This is an optimization exercise on Yosys and OpenROAD, whose aim is small area, not a production implementation.
Where RTL was checked, it was by simulation tests only, not by an equivalence proof against the original.
Power and IR drop assume default switching activity. The flow treats the clock pin as an ideal source, which a real chip does not have.

Setup of south:
// stride_prefetcher
module stride_prefetcher #(
    parameter int unsigned TABLE_ENTRIES = 8,
    parameter int unsigned FIFO_DEPTH    = 8,
    parameter int unsigned MAX_CREDITS   = 2
) (
    input  logic                       clk_i,
    input  logic                       rst_ni,
    input  logic                       snoop_valid_i,
    input  logic [pf_pkg::ADDR_W-1:0]  snoop_addr_i,
    input  logic                       cfg_valid_i,
    input  logic [pf_pkg::COUNT_W-1:0] cfg_nblocks_i,
    output logic                       req_valid_o,
    output logic [pf_pkg::ADDR_W-1:0]  req_addr_o,
    input  logic                       credit_i
);
clock: 10.0 ns
lec_check: 0
cap_margin: 10
core_margin: 2
core_utilization: 65
cts_cluster_diameter: 90
cts_cluster_size: 30
gpl_timing_driven: 0
slew_margin: 10
standard.sh (not shown) runs the stock make flow with config.mk's settings and CLKGATE_MAP_FILE= SYNTH_SCRIPT=/design/flow/synth_recipe.tcl, a recipe that flattens the netlist after the stock synthesis.
==> flow/flow/run.sh <==
#!/bin/bash
# Standard layout, with the port buffers made from the smallest buffer cell, the synthesis
# buffers removed at floorplan (placement is not timing driven) and a clock tree built
# without dummy loads.
set -euo pipefail
export BUFFER_PORTS_ARGS="-buffer_cell sky130_fd_sc_hd__buf_1"
export REMOVE_ABC_BUFFERS=1
export CTS_ARGS="-sink_clustering_enable -repair_clock_nets -sink_clustering_size 30 -sink_clustering_max_diameter 90 -dont_use_dummy_load"
bash standard.sh > standard.log 2>&1
Input changes introduced in north (baseline for comparison: south):
Settings: clearing GPL_TIMING_DRIVEN, which used to be 0; swapping 90 for 100 in CTS_CLUSTER_DIAMETER; swapping 10 for 20 in CAP_MARGIN; swapping 10 for 20 in SLEW_MARGIN.
==> flow/flow/run.sh <==
#!/bin/bash
# Standard layout, with the port buffers made from the smallest buffer cell and a clock
# tree built without dummy loads.
set -euo pipefail
export BUFFER_PORTS_ARGS="-buffer_cell sky130_fd_sc_hd__buf_1"
export CTS_ARGS="-sink_clustering_enable -repair_clock_nets -sink_clustering_size 30 -sink_clustering_max_diameter 100 -dont_use_dummy_load"
bash standard.sh > standard.log 2>&1
Findings:
Every stage of the flow completed for north, and the final layout passed the timing, DRC and antenna checks.
south → north: fill cell instance count of the final layout rose 40, number of vias per cell closely matched the old numbers, number of distinct library cells after synthesis level.
Relative to south, the final cell area reported for north is lower.
Delta (north minus south): count of vias placed by the detailed router grew by 1.7%, clock network power share fell by 0.5 points, worst relative slew slack went up.
south ended up with met4 as its top metal layer carrying routed signals; north ended up with met5.
Global router's overall resource usage: north > south


stride_prefetcher, a different RTL version from the one above (not shown whole).
For scale: ~860 flip-flops, roughly 78 I/O pins, ~0.036 sq mm of cells after synthesis.
// stride_prefetcher
module stride_prefetcher #(
    parameter int unsigned TABLE_ENTRIES = 8,
    parameter int unsigned FIFO_DEPTH    = 8,
    parameter int unsigned MAX_CREDITS   = 2
) (
    input  logic                       clk_i,
    input  logic                       rst_ni,
    input  logic                       snoop_valid_i,
    input  logic [pf_pkg::ADDR_W-1:0]  snoop_addr_i,
    input  logic                       cfg_valid_i,
    input  logic [pf_pkg::COUNT_W-1:0] cfg_nblocks_i,
    output logic                       req_valid_o,
    output logic [pf_pkg::ADDR_W-1:0]  req_addr_o,
    input  logic                       credit_i
);
    localparam int unsigned NE    = TABLE_ENTRIES;
    localparam int unsigned IDX_W = (NE > 1) ? $clog2(NE) : 1;
    localparam int unsigned VC_W  = $clog2(NE + 1);
    localparam int unsigned ND    = FIFO_DEPTH;
    localparam int unsigned PTR_W = (ND > 1) ? $clog2(ND) : 1;
    localparam int unsigned CNT_W = $clog2(ND + 1);
    localparam int unsigned CRED_W = $clog2(MAX_CREDITS + 1);
    localparam int unsigned TAG_W = pf_pkg::TAG_W;
    localparam int unsigned OFF_W = pf_pkg::PAGE_OFFSET_W;
    localparam int unsigned BASE_W = pf_pkg::ADDR_W - pf_pkg::LINE_OFFSET_W;
    localparam int unsigned NB_W  = pf_pkg::COUNT_W;
    logic [NB_W-1:0] nblocks_q;
    always_ff @(posedge clk_i or negedge rst_ni) begin
        if (!rst_ni) begin
            nblocks_q <= NB_W'(pf_pkg::NBLOCKS_RESET);
        end else if (cfg_valid_i) begin
            nblocks_q <= cfg_nblocks_i;
        end
    end
    logic [VC_W-1:0]  vcnt_q;
    logic [TAG_W-1:0] tag_q [NE];
    logic [OFF_W-1:0] idx_q [NE];
    logic [OFF_W-1:0] str_q [NE];
    logic [1:0]       st_q  [NE];
    logic             mru_q [NE][NE];
    logic [TAG_W-1:0] snoop_tag;
  ...
==> flow/config.mk <==
export PLATFORM = sky130hd
export DESIGN_NAME = stride_prefetcher
export DESIGN_NICKNAME = stride_prefetcher
export VERILOG_FILES = /design/flow/design.v
export SDC_FILE = /design/flow/constraint.sdc
export NUM_CORES = 4
export LEC_CHECK = 0
export CAP_MARGIN = 20
export CORE_MARGIN = 2
export CORE_UTILIZATION = 40
export CTS_CLUSTER_DIAMETER = 90
export CTS_CLUSTER_SIZE = 30
export GPL_TIMING_DRIVEN = 0
export SLEW_MARGIN = 20
==> flow/constraint.sdc <==
create_clock -name core_clock -period 10.0 [get_ports {clk_i}]
set_input_delay 2.0000 -clock core_clock [delete_from_list [all_inputs] [get_ports {clk_i}]]
set_output_delay 2.0000 -clock core_clock [all_outputs]
set_load 0.01 [all_outputs]
==> flow/flow/run.sh <==
#!/bin/bash
# Standard layout, with the port buffers made from the smallest buffer cell, the synthesis
# buffers removed at floorplan (placement is not timing driven) and a clock tree built
# without dummy loads.
set -euo pipefail
export BUFFER_PORTS_ARGS="-buffer_cell sky130_fd_sc_hd__buf_1"
export REMOVE_ABC_BUFFERS=1
export CTS_ARGS="-sink_clustering_enable -repair_clock_nets -sink_clustering_size 30 -sink_clustering_max_diameter 90 -dont_use_dummy_load"
bash standard.sh > standard.log 2>&1
Edit:
==> flow/flow/run.sh (replaced) <==
#!/bin/bash
# Standard layout, with the port buffers made from the smallest buffer cell.
set -euo pipefail
export BUFFER_PORTS_ARGS="-buffer_cell sky130_fd_sc_hd__buf_1"
bash standard.sh > standard.log 2>&1
- CTS_CLUSTER_DIAMETER: 90 -> 100
- GPL_TIMING_DRIVEN: 0 -> not set
Worst hold slack gets better by 0.0077 ns; register-to-register slack gets better by 1.2 ns; via count goes up by 2.0%; wire length goes up by 4.9%; clock skew goes down by 0.035 ns; non-clock buffer count goes up by 41; cell area barely changes.
Edit:
==> flow/flow/run.sh (replaced) <==
#!/bin/bash
# Standard layout, with the port buffers made from the smallest buffer cell and the
# synthesis buffers removed at floorplan (placement is not timing driven, so it would not).
set -euo pipefail
export BUFFER_PORTS_ARGS="-buffer_cell sky130_fd_sc_hd__buf_1"
export REMOVE_ABC_BUFFERS=1
bash standard.sh > standard.log 2>&1
- CTS_CLUSTER_DIAMETER: 100 -> 80
- GPL_TIMING_DRIVEN: not set -> 0
=>
- sequential share of layout area shrinks by 0.67 points
- design area came out higher by about 1%
- non-clock buffer count went down by 41
- register-to-register slack gets worse by 1.1 ns
- synthesized cell count stays the same
Edit:
==> flow/flow/run.sh (replaced) <==
#!/bin/bash
# Standard layout, with the port buffers made from the smallest buffer cell and a clock
# tree built without dummy loads.
set -euo pipefail
export BUFFER_PORTS_ARGS="-buffer_cell sky130_fd_sc_hd__buf_1"
export CTS_ARGS="-sink_clustering_enable -repair_clock_nets -sink_clustering_size 30 -sink_clustering_max_diameter 100 -dont_use_dummy_load"
bash standard.sh > standard.log 2>&1
- CTS_CLUSTER_DIAMETER: 80 -> 100
- GPL_TIMING_DRIVEN: 0 -> not set
Result: Non-clock buffer count rises by 41; core utilization falls by 0.63 points; total power falls by a few percent; flip-flop and latch count is unchanged; final cell count stays flat; setup slack is better by 0.85 ns; first-iteration DRC count rises by a few percent; clock power falls by about a fifth; sequential power stays flat; via count rises slightly.
Edit:
==> flow/run.sh (new file) <==
#!/bin/bash
# synth_recipe.tcl (not shown) runs the flow's synth.tcl, then flattens the netlist and writes it again
# the make line also repeats each setting of config.mk as NAME=value (left out here)
make -C /OpenROAD-flow-scripts/flow DESIGN_CONFIG=/design/flow/config.mk WORK_HOME=/design/flow/orfs CLKGATE_MAP_FILE= SYNTH_SCRIPT=/design/flow/synth_recipe.tcl finish
removed: flow/flow/run.sh
removed: flow/standard.sh
=> The new run passed the timing, DRC and antenna checks; worst setup slack got worse by 0.55 ns; non-clock buffer count goes down by 2; power goes up by 3.2%; clock-buffer cell count goes up by 22; utilization goes up by 0.85 points; area after synthesis does not change.
No run of this note included a check of the RTL's function; only the layout flow was run.


## v6
Another version of the RTL of stride_prefetcher (not shown whole).
Size in the first run: about 78 I/O pins.
==> flow/design.v (excerpt) <==
module stride_prefetcher #(
    parameter int unsigned TABLE_ENTRIES = 8,
    parameter int unsigned FIFO_DEPTH    = 8,
    parameter int unsigned MAX_CREDITS   = 2
) (
    input  logic                       clk_i,
    input  logic                       rst_ni,
    input  logic                       snoop_valid_i,
    input  logic [pf_pkg::ADDR_W-1:0]  snoop_addr_i,
    input  logic                       cfg_valid_i,
    input  logic [pf_pkg::COUNT_W-1:0] cfg_nblocks_i,
    output logic                       req_valid_o,
    output logic [pf_pkg::ADDR_W-1:0]  req_addr_o,
    input  logic                       credit_i
);
clock: 10.0 ns
lec_check: 0
cap_margin: 20
core_margin: 2
core_utilization: 40
cts_cluster_diameter: 100
cts_cluster_size: 30
slew_margin: 20
run.sh (not shown) runs the stock make flow with config.mk's settings and CLKGATE_MAP_FILE= SYNTH_SCRIPT=/design/flow/synth_recipe.tcl, a recipe that flattens the netlist after the stock synthesis.
Stock flow here: none of the scripts above is used.
What v7 does differently from v6 at the input level:
Settings: CTS_CLUSTER_SIZE: 30 -> 36; CTS_CLUSTER_DIAMETER: 100 -> 70.
==> comparison <==
- Every run in the comparison, v6 and v7, completed the flow with a clean layout.
- Looking at layout overhead on the synthesized area, v7 sits 2.0 points higher than v6 does.
- Against v6, v7 comes in 1.1 points lower on sequential share of layout area.
- In the metrics for v6 and v7, the one carrying the lower final critical-path setup slack is v6.


stride_prefetcher, a different RTL version from the one above (not shown whole).
For scale: ~2,300 cells after synthesis, roughly 870 flip-flops, roughly 36,000 um^2 of cells after synthesis.
Settings: LEC_CHECK=0, CAP_MARGIN=20, CORE_MARGIN=2, CORE_UTILIZATION=40, CTS_CLUSTER_DIAMETER=100, CTS_CLUSTER_SIZE=30, SLEW_MARGIN=20; clock period 10.0 ns.
standard.sh (not shown) runs the stock make flow with config.mk's settings and CLKGATE_MAP_FILE= SYNTH_SCRIPT=/design/flow/synth_recipe.tcl, a recipe that flattens the netlist after the stock synthesis.
==> flow/flow/run.sh <==
#!/bin/bash
# Standard layout, with the port buffers made from the smallest buffer cell and a clock
# tree built without dummy loads.
set -euo pipefail
export BUFFER_PORTS_ARGS="-buffer_cell sky130_fd_sc_hd__buf_1"
export CTS_ARGS="-sink_clustering_enable -repair_clock_nets -sink_clustering_size 30 -sink_clustering_max_diameter 100 -dont_use_dummy_load"
bash standard.sh > standard.log 2>&1
The starting point completed with no timing, DRC or antenna violations.
Change:
==> flow/run.sh (new file) <==
#!/bin/bash
# synth_recipe.tcl (not shown) runs the flow's synth.tcl, then flattens the netlist and writes it again
# the make line also repeats each setting of config.mk as NAME=value (left out here)
make -C /OpenROAD-flow-scripts/flow DESIGN_CONFIG=/design/flow/config.mk WORK_HOME=/design/flow/orfs CLKGATE_MAP_FILE= SYNTH_SCRIPT=/design/flow/synth_recipe.tcl finish
removed: flow/flow/run.sh
removed: flow/standard.sh
After rerunning:
- wire length is higher by about 1.5%
- total power is higher by 2.3%
- sequential share of layout area is lower by 1.3 points
- fmax is lower by about 3.6%
- die area stays the same
- cell count is higher by about 1.1%
- first-iteration DRC count is higher by about 9%
- via count is higher by about 1.5%
- worst setup slack got worse by 0.30 ns


Setup of lane 1:
Starting RTL as in the previous note.
Design stride_prefetcher, start of the top module:
module stride_prefetcher #(
    parameter int unsigned TABLE_ENTRIES = 8,
    parameter int unsigned FIFO_DEPTH    = 8,
    parameter int unsigned MAX_CREDITS   = 2
) (
    input  logic                       clk_i,
    input  logic                       rst_ni,
    input  logic                       snoop_valid_i,
    input  logic [pf_pkg::ADDR_W-1:0]  snoop_addr_i,
    input  logic                       cfg_valid_i,
    input  logic [pf_pkg::COUNT_W-1:0] cfg_nblocks_i,
    output logic                       req_valid_o,
    output logic [pf_pkg::ADDR_W-1:0]  req_addr_o,
    input  logic                       credit_i
);
clock: 10.0 ns
lec_check: 0
cap_margin: 20
core_margin: 2
core_utilization: 40
cts_cluster_diameter: 80
cts_cluster_size: 30
gpl_timing_driven: 0
slew_margin: 20
==> flow/flow/run.sh <==
#!/bin/bash
# Standard layout, with the port buffers made from the smallest buffer cell and the
# synthesis buffers removed at floorplan (placement is not timing driven, so it would not).
set -euo pipefail
export BUFFER_PORTS_ARGS="-buffer_cell sky130_fd_sc_hd__buf_1"
export REMOVE_ABC_BUFFERS=1
bash standard.sh > standard.log 2>&1
For lane 2, these inputs were changed with respect to lane 1:
- swapping 80 for 100 in CTS_CLUSTER_DIAMETER
## What came out
Ratio of final minimum period to clock period (lower): lane 2. Lane 2 vs. lane 1: switching power summed over all nets decreased about 5%, worst setup slack increased 0.037 ns, peak ir drop on the vdd network decreased 22 uV.
### lane 2 -> lane 3
- swapping 40 for 60 in CORE_UTILIZATION
- clearing GPL_TIMING_DRIVEN, which used to be 0
==> flow/flow/run.sh <==
#!/bin/bash
# Standard layout, with the port buffers made from the smallest buffer cell.
set -euo pipefail
export BUFFER_PORTS_ARGS="-buffer_cell sky130_fd_sc_hd__buf_1"
bash standard.sh > standard.log 2>&1
Notes after the runs:
Final area: lane 3 vs lane 2 down about 1%
Between lane 2 and lane 3, buffer count excluding the clock tree in the final layout is lower for lane 2, lane 3 comes in above that.
Lane 3 vs lane 2 — period utilization dropped 3.5 points.
In lane 3, share of the core filled with cells in the final layout is higher than in lane 2.
Higher average via count per standard cell among lane 2 and lane 3: lane 3
Reported net switching power: lane 3 higher than lane 2
Initial cell density of the core delta for lane 3 relative to lane 2: 20 points higher
#### Input delta (lane 4 over lane 3)
- swapping 100 for 90 in CTS_CLUSTER_DIAMETER
- putting GPL_TIMING_DRIVEN at 0 where nothing was set
- swapping 60 for 40 in CORE_UTILIZATION
==> flow/flow/run.sh <==
#!/bin/bash
# Standard layout, with the port buffers made from the smallest buffer cell, the synthesis
# buffers removed at floorplan (placement is not timing driven) and a clock tree built
# without dummy loads.
set -euo pipefail
export BUFFER_PORTS_ARGS="-buffer_cell sky130_fd_sc_hd__buf_1"
export REMOVE_ABC_BUFFERS=1
export CTS_ARGS="-sink_clustering_enable -repair_clock_nets -sink_clustering_size 30 -sink_clustering_max_diameter 90 -dont_use_dummy_load"
bash standard.sh > standard.log 2>&1
==> comparison <==
- Delta (lane 4 minus lane 3): worst setup slack went down by 0.39 ns; sequential power was more or less identical; routed wire length went down by about 1.5%; number of diodes went down by 1; sequential share of cell area went down by 0.51 points.
- Lower net total in the final layout among lane 4 and lane 3: lane 4
- Lane 3 ended up with snoop_addr_i[26] as its worst setup path startpoint; lane 4 ended up with snoop_addr_i[21].
Input-level comparison between lane 5 and lane 4:
- GPL_TIMING_DRIVEN: 0 -> unset
- CTS_CLUSTER_DIAMETER: 90 -> 100
==> flow/flow/run.sh <==
#!/bin/bash
# Standard layout, with the port buffers made from the smallest buffer cell.
set -euo pipefail
export BUFFER_PORTS_ARGS="-buffer_cell sky130_fd_sc_hd__buf_1"
bash standard.sh > standard.log 2>&1
Findings:
Summary — number of antenna violations at the first check in global routing, lane 5 relative to lane 4: higher, by 3. Lane 5 — hold slack 0.0088 ns higher, lane 4 as reference. Lane 4 → lane 5: met3 track demand over resource in global routing fell 0.91 points, final worst setup slack shows an increase of 0.27 ns, placer's final routability congestion estimate decreased by about 1.9% relative to the old numbers, multi-input logic portion of the cell area has decreased. Lane 5 has global-route usage above what lane 4 had. When the final numbers for lane 4 and lane 5 were put side by side, the fraction of area in non-clock buffers turned out to be smaller in lane 4. [compare] base=lane 4 new=lane 5: cell count higher; design area rose 190 um2. Launching element of the worst setup path: snoop_addr_i[19] -> lane 5, snoop_addr_i[21] -> lane 4.

-- what the ideal ports hide --
No port has a modelled driver above. Below, the same layouts with a new extraction and two added sets of constraints. Step 1 sets driving cells, clkbuf_16 on the clock port and buf_2 on the other inputs (assumed; they add their load-dependent delay and slew). Step 2, shift: input delay + t, output delay - t, t = (earliest + latest rising clock arrival at the registers) / 2. This alone moves slack from input paths to output paths. a / b / c = ideal / step 1 / step 2; a / b = the first two.
| run | t (ns) | setup WS [ns] | worst setup path after step 2 |
|---|---|---|---|
| south | 0.627 | 0.513 / 0.548 / -0.079 | input to register |
| north | 0.637 | 0.674 / 0.708 / 0.071 | input to register |
| the first run of note 2 | 0.635 | 1.308 / 1.347 / 0.713 | input to register |
| the second run of note 2 | 0.655 | 2.191 / 2.220 / 1.564 | input to register |
| the third run of note 2 | 0.663 | 1.346 / 1.387 / 0.724 | input to register |
| the fourth run of note 2 | 0.646 | 2.196 / 2.225 / 1.579 | input to register |
| the fifth run of note 2 | 0.659 | 1.642 / 1.685 / 1.026 | input to register |
| v6 | 0.649 | 1.086 / 1.118 / 0.469 | input to register |
| v7 | 0.685 | 1.119 / 1.158 / 0.473 | input to register |
| the first run of note 4 | 0.645 | 1.886 / 1.919 / 1.274 | input to register |
| the second run of note 4 | 0.654 | 1.582 / 1.623 / 0.969 | input to register |
| lane 1 | 0.660 | 1.626 / 1.663 / 1.003 | input to register |
| lane 2 | 0.653 | 1.664 / 1.702 / 1.050 | input to register |
| lane 3 | 0.649 | 2.012 / 2.046 / 1.397 | input to register |
| lane 4 | 0.645 | 1.622 / 1.664 / 1.019 | input to register |
| lane 5 | 0.661 | 1.889 / 1.923 / 1.262 | input to register |
With both steps, setup timing fails in south, where it was met with ideal ports. For v7, which loses most, drivers alone change the setup slack by +0.039 ns; drivers and shift together by -0.646 ns.
